Background: an optimization exercise with open tools, aiming at small area. Do not read the settings as production practice.
At most, simulation tests tie the RTL to the original design; equivalence was not proved.
No activity file was given, so power comes from the tool's default toggle rates.

==> flow/design.v (excerpt) <==
module io_memory_bridge (
    input  logic                             clock,
    input  logic                             reset,
    input  logic [iomem_pkg::ADDR_W-1:0]     wb_adr_i,
    input  logic [3:0]                       wb_sel_i,
    input  logic                             wb_we_i,
    input  logic                             wb_cyc_i,
    input  logic                             wb_stb_i,
    input  logic [iomem_pkg::DATA_W-1:0]     wb_dat_i,
    output logic                             wb_ack_o,
    output logic [iomem_pkg::DATA_W-1:0]     wb_dat_o,
    output logic [iomem_pkg::ADDR_W-1:0]     mem_addr_o,
    output logic [iomem_pkg::DATA_W-1:0]     mem_data_o,
    output logic [iomem_pkg::NUM_BANKS-1:0]  mem_we_o,
    output logic                             mem_gl_en_o,
    input  logic [iomem_pkg::DATA_W-1:0]     mem_rdata_i,
    input  logic [iomem_pkg::HALF_W-1:0]     arq_n_i,
    output logic [iomem_pkg::HALF_W-1:0]     tx_len_o,
    output logic [iomem_pkg::HALF_W-1:0]     total_packets_o
);
Size in the first run: about 1200 cells after synthesis, ~120 flip-flops, ~260 I/O pins, ~0.011 sq mm of cells after synthesis.
==> flow/config.mk <==
export PLATFORM = sky130hd
export DESIGN_NAME = io_memory_bridge
export DESIGN_NICKNAME = io_memory_bridge
export VERILOG_FILES = /design/flow/design.v
export SDC_FILE = /design/flow/constraint.sdc
export NUM_CORES = 4
export LEC_CHECK = 0
export CAP_MARGIN = 20
export CORE_MARGIN = 2
export CORE_UTILIZATION = 40
export GPL_TIMING_DRIVEN = 0
export SLEW_MARGIN = 20
export SYNTH_HIERARCHICAL = 1
==> flow/constraint.sdc <==
create_clock -name core_clock -period 7.5 [get_ports {clock}]
set_input_delay 1.5000 -clock core_clock [delete_from_list [all_inputs] [get_ports {clock}]]
set_output_delay 1.5000 -clock core_clock [all_outputs]
set_load 0.01 [all_outputs]
standard.sh (not shown) runs the stock make flow with config.mk's settings and CLKGATE_MAP_FILE= SYNTH_SCRIPT=/design/flow/synth_recipe.tcl, a recipe that flattens the netlist after the stock synthesis.
==> flow/flow/run.sh <==
#!/bin/bash
# The standard layout, with the port buffers made from the smallest buffer
# cell and a clock tree without dummy loads. ORFS writes each step's log
# under orfs/logs; make's own output goes to make.log.
set -euo pipefail
bash standard.sh "BUFFER_PORTS_ARGS=-buffer_cell sky130_fd_sc_hd__buf_1" \
    "CTS_ARGS=-sink_clustering_enable -repair_clock_nets -dont_use_dummy_load -buf_list sky130_fd_sc_hd__clkbuf_8" \
    finish > make.log 2>&1
Then changed:
--- a/flow/design.v
+++ b/flow/design.v
@@ -59,46 +59,47 @@
     logic        len_w;
     logic        n_w;
     logic        gl_sel;
     logic [2:0]  cnt;
     logic [13:0] len_words;
     logic [4:0]  bank;
     logic        local_bank;
     logic [15:0] total;
     logic [29:0] offset;
     logic        off_hi;
     logic [31:0] tx_ptr;
     logic        use_sum;
+    logic        txf;
     logic [15:0] tx_len;
     logic [7:0]  mul_a;
     logic        off_en;
     logic [29:0] off_nv;
     logic        tx_len_w;
     logic [13:0] len_words_d;
     logic [4:0]  bank_d;
     logic [15:0] total_d;
     logic [29:0] offset_d;
     logic [15:0] tx_len_d;
     logic [4:0]  bank_dec;
     logic        in_range;
     logic [31:0] rom;
     assign stb = wb_cyc_i & wb_stb_i;
     assign dat = wb_dat_i & {{8{wb_sel_i[3]}}, {8{wb_sel_i[2]}},
                              {8{wb_sel_i[1]}}, {8{wb_sel_i[0]}}};
     assign hdr_sel = stb & wb_we_i & (wb_adr_i < 32'd24);
     assign len_w   = stb & wb_we_i & (wb_adr_i == 32'd16);
     assign n_w     = stb & wb_we_i & (wb_adr_i == 32'd20);
     assign gl_sel  = stb & ~wb_we_i & wb_adr_i[29];
     always_ff @(posedge clock) begin
-        cnt <= stb ? cnt + 3'd1 : 3'd0;
+        cnt <= stb ? (wb_ack_o ? cnt : cnt + 3'd1) : 3'd0;
     end
     always_comb begin
         case (dat[15:0])
             16'h0000, 16'h0001: bank_dec = 5'b00001;
             16'h0100, 16'h0101: bank_dec = 5'b00010;
             16'h0200, 16'h0201: bank_dec = 5'b00100;
             16'h0300, 16'h0301: bank_dec = 5'b01000;
             16'h0400:           bank_dec = 5'b10000;
             default:            bank_dec = 5'b00000;
         endcase
     end
     always_ff @(posedge clock) begin
@@ -1540,28 +1541,31 @@
     iomem_c22 u_m700 (wb_adr_i[9], mem_rdata_i[7], m699, m700);
     iomem_c22 u_m701 (wb_adr_i[10], mem_rdata_i[8], m700, m701);
     iomem_c22 u_m702 (wb_adr_i[11], mem_rdata_i[9], m701, m702);
     iomem_c22 u_m703 (wb_adr_i[12], mem_rdata_i[10], m702, m703);
     iomem_c22 u_m704 (wb_adr_i[13], mem_rdata_i[11], m703, m704);
     iomem_c22 u_m705 (wb_adr_i[14], mem_rdata_i[12], m704, m705);
     iomem_c22 u_m706 (wb_adr_i[15], mem_rdata_i[13], m705, m706);
     iomem_c22 u_m707 (wb_adr_i[16], mem_rdata_i[14], m706, m707);
     iomem_c22 u_m708 (wb_adr_i[17], mem_rdata_i[15], m707, m708);
     assign len_lt = m708;
     assign off_en = off_hi | n_w;
     assign off_nv = {off_hi ? mul_res[29:22] : dat[23:16], mul_res[21:0]};
-    assign add_x = wb_we_i ? {2'd0, off_bias} : tx_ptr;
-    assign add_y = {wb_adr_i[28:24] & {5{~wb_we_i}}, wb_adr_i[23:2]};
     always_ff @(posedge clock) begin
-        if (cnt == 3'd4) begin
+        txf <= gl_sel;
+    end
+    assign add_x = txf ? tx_ptr : {2'd0, off_bias};
+    assign add_y = {wb_adr_i[28:24] & {5{txf}}, wb_adr_i[23:2]};
+    always_ff @(posedge clock) begin
+        if (cnt == 3'd3) begin
             tx_ptr <= mem_rdata_i;
         end
     end
     assign tx_len_w = gl_sel & (cnt == 3'd5);
     always_ff @(posedge clock) begin
         in_range <= (wb_adr_i[28:18] == 11'd0) && len_lt;
     end
     always_comb begin
         if (wb_adr_i[23:5] != 19'd0) begin
             rom = 32'hfafa_fafa;
         end else begin
             case (wb_adr_i[4:2])
=>
- maximum frequency rises by 1.9%
- setup slack improves by 0.14 ns
- total power went down by 3.7%
- wire length decreases by 2.7%
- die area rose by 0.58%
Only the layout flow was run in the first run of this note; the RTL was not checked for function there.

[separate check: timing with driven ports]
No port has a modelled driver above. Below, the same layouts with a new extraction and two added sets of constraints.
Step 1 assumes that a clkbuf_16 drives the clock port and a buf_2 every other input.
Step 2, shift: input delay + t, output delay - t, t = (earliest + latest rising clock arrival at the registers) / 2. This alone moves slack from input paths to output paths.
Slacks: ideal / step 1 / step 2; pairs: ideal / step 1.
run | t (ns) | setup slack, ns | worst setup path after step 2 | worst register clock-pin slew, ns | cell pins on the clock port's net
the first run | 0.491 | 0.338 / 0.286 / 0.025 | input to register | 0.09 / 0.09 | 1
the second run | 0.468 | 0.473 / 0.434 / 0.043 | input to register | 0.09 / 0.09 | 1
After both steps every run listed still meets setup and hold. The setup slack of the second run, which loses most, moves by -0.039 ns with the drivers and by -0.430 ns with both steps.
